This is an optimization exercise on Yosys and OpenROAD, whose aim is small area, a short achievable clock period and few clock cycles per item, not a production implementation. For this run, only the layout was checked, not whether the RTL still works. No activity file was given, so power comes from the tool's default toggle rates.

--- flow/config.mk ---
export PLATFORM = sky130hd
export DESIGN_NAME = cpu_top
export DESIGN_NICKNAME = cpu_top
export VERILOG_FILES = /design/flow/design.v
export SDC_FILE = /design/flow/constraint.sdc
export NUM_CORES = 4
export LEC_CHECK = 0
export CAP_MARGIN = 20
export CORE_MARGIN = 2
export CORE_UTILIZATION = 40
export PLACE_DENSITY = 0.6
export SLEW_MARGIN = 20
--- flow/design.v ---
`default_nettype none
package cpu_pkg;
    localparam int data_width     = 16;
    localparam int addr_width     = 9;     
    localparam int reg_addr_width = 4;
    localparam int num_regs       = 16;
    localparam logic [3:0] reg_move = 4'b0010;
    localparam logic [2:0] op_load = 3'b000;
    localparam logic [2:0] op_jump = 3'b001;
    localparam logic [2:0] op_store = 3'b010;
    localparam logic [2:0] op_load_imm = 3'b011;
    localparam logic [2:0] op_branch = 3'b100;
    localparam logic [2:0] op_add_imm = 3'b101;
    localparam logic [2:0] op_sub_imm = 3'b110;
    localparam logic [2:0] op_reg = 3'b111;
    localparam logic [3:0] alu_add = 4'd0;
    localparam logic [3:0] alu_sub = 4'd1;
    localparam logic [3:0] alu_and = 4'd3;
    localparam logic [3:0] alu_or = 4'd4;
    localparam logic [3:0] alu_xor = 4'd5;
    localparam logic [3:0] alu_not = 4'd6;
    localparam logic [3:0] alu_neg = 4'd7;
    localparam logic [3:0] alu_cmp = 4'd8;
    localparam logic [1:0] cond_eq = 2'd0;
    localparam logic [1:0] cond_ne = 2'd1;
    localparam logic [1:0] cond_lt = 2'd2;
    localparam logic [1:0] cond_gt = 2'd3;
    localparam logic [1:0] bus_idle = 2'd0;
    localparam logic [1:0] bus_fetch = 2'd1;
    localparam logic [1:0] bus_data = 2'd2;
endpackage
`default_nettype wire
`default_nettype none
import cpu_pkg::*;
module cpu_top
(
    input  logic                  clk,
    input  logic                  rst,
    input  logic [data_width-1:0] mem_data_out,
    input  logic                  mem_cplt,
    output logic [addr_width-1:0] mem_addr,
    output logic [data_width-1:0] mem_data_in,
    output logic                  mem_r_en,
    output logic                  mem_w_en
);
    logic [8:0]  ba;         
    logic        bre;        
    logic        bwe;        
    logic        bdat;       
    logic        wst;        
    logic        wct;        
    logic [15:0] ir;
    logic [8:0]  pcn;        
    logic [1:0]  es;         
    logic [15:0] a;
    logic [15:0] b;
    logic [15:0] res;
    logic        wb_en;
    logic [3:0]  wb_rd;
    logic        f_eq;
    logic        f_lt;
    logic        f_gt;
    logic        init;       
    logic [15:0] regs [num_regs];
    logic [2:0]  wop;
    logic        w_ld;
    logic        w_st;
    logic        w_ct;
    logic        fdone;
    logic        ddone;
    assign wop   = mem_data_out[15:13];
    assign w_ld  = (wop == op_load);
    assign w_st  = (wop == op_store);
    assign w_ct  = (wop == op_jump) || (wop == op_branch);
    assign fdone = mem_cplt && !bdat;
    assign ddone = mem_cplt && bdat;
    assign mem_addr    = ba;
    assign mem_r_en    = bre;
    assign mem_w_en    = bwe;
    assign mem_data_in = a;
    logic       cond_met;
    logic       taken;
    logic [8:0] target;
    always_comb
    begin
        case (ir[12:11])
            cond_eq: cond_met = f_eq;
            cond_ne: cond_met = !f_eq;
            cond_lt: cond_met = f_lt;
            default: cond_met = f_gt;
        endcase
    end
    assign taken  = (ir[15:13] == op_jump) || cond_met;
    assign target = ba + ir[8:0];
    always_ff @(posedge clk or posedge rst)
    begin
        if (rst)
        begin
            ba   <= '0;
            bre  <= 1'b1;
            bwe  <= 1'b0;
            bdat <= 1'b0;
            wst  <= 1'b0;
            wct  <= 1'b0;
        end
        else if (fdone)
        begin
            if (w_ld)
            begin
                ba   <= mem_data_out[12:4];
                bdat <= 1'b1;
            end
            else if (w_st)
            begin
                ba   <= mem_data_out[12:4];
                bdat <= 1'b1;
                bre  <= 1'b0;
                wst  <= 1'b1;
            end
            else if (w_ct)
            begin
                bre <= 1'b0;
                wct <= 1'b1;
            end
            else
                ba <= ba + 1'b1;
        end
        else if (ddone)
        begin
            ba   <= pcn;
            bre  <= 1'b1;
            bwe  <= 1'b0;
            bdat <= 1'b0;
        end
        else if (wst)
        begin
            wst <= 1'b0;
            bwe <= 1'b1;
        end
        else if (wct)
        begin
            wct <= 1'b0;
            bre <= 1'b1;
            ba  <= taken ? target : pcn;
        end
    end
    always_ff @(posedge clk)
    begin
        if (fdone)
        begin
            ir  <= mem_data_out;
            pcn <= ba + 1'b1;
        end
    end
    logic [3:0]  raddr;
    logic [15:0] rval;
    assign raddr = (es == 2'd1) ? ir[3:0] : ir[7:4];
    assign rval  = (wb_en && wb_rd == raddr) ? res : regs[raddr];
    always_ff @(posedge clk)
    begin
        if (es == 2'd1)
            a <= rval;
        if (es == 2'd2)
            b <= rval;
    end
    logic [2:0]  op;
    logic [3:0]  fn;
    logic        is_reg;
    logic        is_mov;
    logic        is_neg;
    logic        inv;
    logic        writes;
    logic        is_cmp;
    logic [15:0] opb;
    logic [15:0] x;
    logic [15:0] y;
    logic [16:0] sum;
    logic [15:0] alu;
    assign op     = ir[15:13];
    assign fn     = ir[11:8];
    assign is_reg = (op == op_reg) && !ir[12];
    assign is_mov = (op == op_reg) && ir[12] && (fn == reg_move);
    assign is_neg = is_reg && (fn == alu_neg);
    assign is_cmp = is_reg && (fn == alu_cmp);
    assign inv    = (op == op_sub_imm) ||
                    (is_reg && (fn == alu_sub || fn == alu_neg || fn == alu_cmp));
    assign opb    = is_neg ? a : (op == op_reg) ? b : 16'(ir[12:4]);
    assign x      = is_neg ? 16'h0 : a;
    assign y      = inv ? ~opb : opb;
    assign sum    = {1'b0, x} + {1'b0, y} + 17'(inv);
    always_comb
    begin
        writes = 1'b0;
        alu    = sum[15:0];
        case (op)
            op_load_imm:
            begin
                writes = 1'b1;
                alu    = ir[12] ? {ir[11:4], a[7:0]} : {a[15:8], ir[11:4]};
            end
            op_add_imm,
            op_sub_imm:
                writes = 1'b1;
            op_reg:
            begin
                if (!ir[12])
                begin
                    case (fn)
                        alu_add, alu_sub, alu_neg: writes = 1'b1;
                        alu_and: begin writes = 1'b1; alu = a & b; end
                        alu_or:  begin writes = 1'b1; alu = a | b; end
                        alu_xor: begin writes = 1'b1; alu = a ^ b; end
                        alu_not: begin writes = 1'b1; alu = ~a; end
                        default: writes = 1'b0;
                    endcase
                end
                else if (fn == reg_move)
                begin
                    writes = 1'b1;
                    alu    = b;
                end
            end
            default:
                writes = 1'b0;
        endcase
    end
    always_ff @(posedge clk or posedge rst)
    begin
        if (rst)
        begin
            es    <= 2'd0;
            wb_en <= 1'b0;
            res   <= '0;
            f_eq  <= 1'b0;
            f_lt  <= 1'b0;
            f_gt  <= 1'b0;
            init  <= 1'b1;
        end
        else
        begin
            init  <= 1'b0;
            wb_en <= 1'b0;
            if (fdone)
                es <= 2'd1;
            else if (es != 2'd0)
                es <= es + 2'd1;
            if (ddone && !bwe)
            begin
                res   <= mem_data_out;
                wb_en <= 1'b1;
            end
            else if (es == 2'd3 && writes)
            begin
                res   <= alu;
                wb_en <= 1'b1;
            end
            if (es == 2'd3 && is_cmp)
            begin
                f_eq <= (a == b);
                f_lt <= !sum[16];
                f_gt <= sum[16] && (a != b);
            end
        end
    end
    always_ff @(posedge clk)
    begin
        wb_rd <= ir[3:0];
    end
    always_ff @(posedge clk)
    begin
        for (int i = 0; i < num_regs; i++)
            if (init || (wb_en && wb_rd == 4'(i)))
                regs[i] <= res;
    end
endmodule
`default_nettype wire
--- flow/constraint.sdc ---
create_clock -name core_clock -period 5.0 [get_ports {clk}]
set_input_delay 1.0000 -clock core_clock [delete_from_list [all_inputs] [get_ports {clk}]]
set_output_delay 1.0000 -clock core_clock [all_outputs]
set_load 0.01 [all_outputs]
--- flow/run.sh ---
#!/bin/bash
# synth_recipe.tcl (not shown) runs the flow's synth.tcl, then flattens the netlist and writes it again
# the make line also repeats each setting of config.mk as NAME=value (left out here)
make -C /OpenROAD-flow-scripts/flow DESIGN_CONFIG=/design/flow/config.mk WORK_HOME=/design/flow/orfs CLKGATE_MAP_FILE= SYNTH_SCRIPT=/design/flow/synth_recipe.tcl finish
==> out/qor.yml <==
synth:
  synth_edf_count: 313
  postSynthNetCount: 1496
  mappedNetlistArea_mm2: 0.0170
  yosys.cell_types.count: 89
  ys_seq_elements: 354
  syn_inst: 1415
  synth-async-reset-ratio_pct: 10.5
  ys.flop_type: "sky130_fd_sc_hd__edfxtp_1"
  synth_warnings: 2
  synth-seq-area-share_pct: 61.1
  synthesis.area_per_instance_um2: 12.0
cts:
  clk_root_buffer_cell: "sky130_fd_sc_hd__clkbuf_16"
  worst_skew_pair.late_latency_ns: 0.55
  htree_num_levels: 2
  cts_tree: "yes"
  clock_pin_transition_on_the_worst_setup_and_hold_timing_paths_ns: 0.06
  numCtsBuffers: 39
  clkSinkCount: 354
  cts_resized: 0
  largest_buffer_count_on_any_clock_path: 3
  post_cts_buffers: 0
  cts_hold_buffers: 0
placement:
  io_buffer_count: 45
  place.gp.congestion: 0.931
  dpl.hpwl_um: 32800
drt:
  drt_pre_antenna_iters: 5
  drt_drc_violations_left: 0
  dr.first_iter.drc_count: 1372
  routed_wire_length_per_instance_um: 25.8
  detailed_route_via_count: 12300
  totalWireLength_um: 52700
  detail-route-antenna-nets: 0
  per_cell_via_count_in_the_routed_design: 6.01
pwr:
  leak_pwr_nw: 7.23
  cellPowerDensity_mw_per_mm2: 582
  design_power_total_mw: 11.3
  maximum_vdd_ir_drop_v: 0.000349
global_route:
  global_route.usage.met3_pct: 3.61
  antenna_found_initial: 1
  grt_max_degree: 38
  gr-usage-met2_pct: 37.9
  global_route.usage.total_pct: 23.7
  grt.met1_usage_pct: 32.5
  grt_first_pass_wirelength_um: 77300
  grt-busiest-layer: "met2"
  grt-ovfl-total: 0
  grt_pass1_vias: 11800
sta:
  timing.final.setup_violations: 0
  fmaxAchievable_ghz: 0.232
  worst_clock_skew_ns: 0.0166
  holdWs_ns: 0.503
  rsz0062_at_grt: "no"
  final_min_period_over_clock_period_pct: 86.3
  count_of_pins_over_their_slew_limit: 0
  slew-limit-headroom_pct: 25.2
  worstMarginPinSlew_ns: 1.12
  tns_ns: 0
  finalCriticalPeriod_ns: 4.32
  hold_viol_final: 0
worst_setup_path:
  largest_fanout_of_any_net_on_the_critical_path: 29
  critPathLaunchType: "flip-flop"
  reg2regPathDepth: 15
  timing.critical_path.depth: 15
  crit_family: "compound AO/OA/AOI/OAI gates"
  path_cells: "nand4b_1, nor3_4, buf_4, a21oi_1, a21oi_1, xor2_1, ha_1, nand2_1, o21ai_0, nor2_1, a21oi_1, nand2_2, o311ai_4, xnor2_1, a211oi_2"
  worst_path_max_delay_cell: "sky130_fd_sc_hd__edfxtp_1"
  cpPeakStageDelay_ns: 0.71
  worst_setup_path_end_kind: "flip-flop"
  crit-reg2reg-capture: "res[15]"
  critical_path_buf_inv_count: 1
  cp.required_ns: 5.46
  r2r_slack_ns: 0.68
  path_common_cell: "sky130_fd_sc_hd__a21oi_1"
  reg2reg_from: "ir[10]"
  arrival_ns: 4.77
  cp-startpoint: "ir[10]"
  path_class: "reg -> reg"
die:
  die_h_um: 210
  chipWidth_um: 210
  floorplan.initialDensity_pct: 40.6
  floorplan.rows: 75
  fp.dieArea_mm2: 0.0442
  coreArea_mm2: 0.0419
  ios: 46
min_path:
  hold_path_startpoint: "f_eq"
  hold_path_class: "reg -> reg"
  hold-path-cell-count: 1
  min_delay_worst_endpoint: "f_eq"
cells_and_area:
  num-nets-final: 1553
  finalCoreUtilization_pct: 46.4
  drive_gt1_share_pct: 9.67
  post_synthesis_to_final_layout_area_growth_pct: 14.2
status:
  run_status: "no timing/DRC/antenna violations"
run:
  cap_viol_max_count: 0
[area by class of cell]
class                      count  area, µm²
sequential                   354      10400
fill                        3790      22500
inverter                      58        219
antenna                        1       2.50
multi-input combinational    928       6150
timing repair buffer          91        796
clock inverter                24        198
clock buffer                  45        998
tap                          539        674
[worst register-to-register path, stage by stage, from the launching register on]
cell	delay [ns]
sky130_fd_sc_hd__edfxtp_1	0.71
sky130_fd_sc_hd__nand4b_1	0.26
sky130_fd_sc_hd__nor3_4	0.55
sky130_fd_sc_hd__buf_4	0.40
sky130_fd_sc_hd__a21oi_1	0.07
sky130_fd_sc_hd__a21oi_1	0.15
sky130_fd_sc_hd__xor2_1	0.09
sky130_fd_sc_hd__ha_1	0.39
sky130_fd_sc_hd__nand2_1	0.09
sky130_fd_sc_hd__o21ai_0	0.39
sky130_fd_sc_hd__nor2_1	0.15
sky130_fd_sc_hd__a21oi_1	0.20
sky130_fd_sc_hd__nand2_2	0.14
sky130_fd_sc_hd__o311ai_4	0.31
sky130_fd_sc_hd__xnor2_1	0.13
sky130_fd_sc_hd__a211oi_2	0.21
[cells in the mapped netlist, drive strengths merged (14+ instances only)]
master  number  share of area (%)
nand3       23               0.71
edfxtp     313                 55
xor2        27                1.4
a31oi       21               0.77
a22oi      112                4.9
nor2       121                2.7
nand2      115                2.6
mux2i       20                1.2
o21ai       85                2.5
xnor2       20                1.0
dfrtp       35                5.1
clkbuf      45                1.0
nor3        17               0.53
buf         30                1.0
a21boi      15               0.66
a21oi       97                2.9
ha          60                4.4
inv         58                1.3
or3         14               0.51
[metrics by stage]
step	setup slack [ns]	area, µm²	instances
after floorplan	1.24	17000	1415
after global placement	0.922	18200	1970
after detailed placement	0.789	18200	1970
after CTS	0.758	19400	2039
after global routing	0.392	19400	2040
final	0.683	19400	2040
[metal layers]
metal | share of wire (%) | vias up
met3 | 7.6 | 118
met5 | 0 | -
li1 | - | 5497
met2 | 46 | 541
met1 | 42 | 6108
met4 | 3.7 | 0
[cells in the final DEF, fill, tap and decap left out, drive strengths merged, types with 7 or more instances in the layout]
| cell type | n |
|---|---|
| buf | 46 |
| a211oi | 7 |
| or2 | 7 |
| or3 | 14 |
| nor2 | 121 |
| a21oi | 97 |
| o22ai | 13 |
| nor3 | 17 |
| clkinv | 17 |
| o211ai | 13 |
| a21boi | 15 |
| inv | 60 |
| dfrtp | 35 |
| nand4 | 13 |
| ha | 60 |
| a21o | 8 |
| clkdlybuf4s50 | 45 |
| nor2b | 7 |
| xor2 | 27 |
| o21ai | 85 |
| a31oi | 21 |
| nand2 | 115 |
| nand2b | 8 |
| clkbuf | 45 |
| edfxtp | 313 |
| nand3 | 23 |
| xnor2 | 20 |
| a22oi | 112 |
| mux2i | 20 |
[report_power, final]
group / internal [mW] / total, mW / switching (mW)
combinational: 1.26 / 3.16 / 1.90
clock: 1.55 / 2.74 / 1.19
sequential: 4.55 / 5.42 / 0.871
[flip-flops by register name, summed over array words and instances (netlist names), 2 cells and up]
| signal | count |
|---|---|
| ir | 16 |
| b | 16 |
| regs | 256 |
| wb_rd | 4 |
| es | 2 |
| ba | 9 |
| pcn | 9 |
| a | 16 |
| res | 16 |
[how the worst max path moves through the flow]
stage	endpoint	slack [ns]
after floorplan	f_gt	1.24
after global placement	res[15]	0.92
after detailed placement	res[15]	0.79
after CTS	res[15]	0.76
after global routing	res[15]	0.39
final	res[15]	0.68
[kinds of logic after synthesis]
logic type | after synthesis | share of synthesized area (%)
adders and majority gates | 63 | 4.70
muxes | 25 | 1.57
buffers and inverters | 133 | 3.29
and+or+nand+nor | 365 | 10.2
xor gates and xnor gates | 47 | 2.42
DFF | 354 | 61.1
AOI/OAI and AO/OA | 427 | 16.7
other | 1 | 0.0220

## afterwards: timing with drivers on the ports
The flow's constraints put no driver on any port. The routed layout listed below was extracted and timed again, unchanged, in two steps.
Step 1: set_driving_cell puts a clkbuf_16 on clk and a buf_2 on each other input, an assumption about the parent block.
Step 2 adds t to the input delays and takes it off the output delays; t is the mean of the earliest and latest rising clock arrival at the registers after step 1. Input paths then give back, and output paths get back, about the clock's delay inside the block.
a / b / c = no drivers / after step 1 / after step 2; a / b = the first two.
shift t [ns]: 0.589
setup slack, ns: 0.683 / 0.683 / 0.683
hold slack, ns: 0.503 / 0.503 / 0.503
worst data-port slew with drivers (ns): 0.05
cell pins on the clock port's net: 1
After both steps this run still meets setup and hold. For this run, drivers alone change the setup slack by 0.000 ns; drivers and shift together by 0.000 ns.
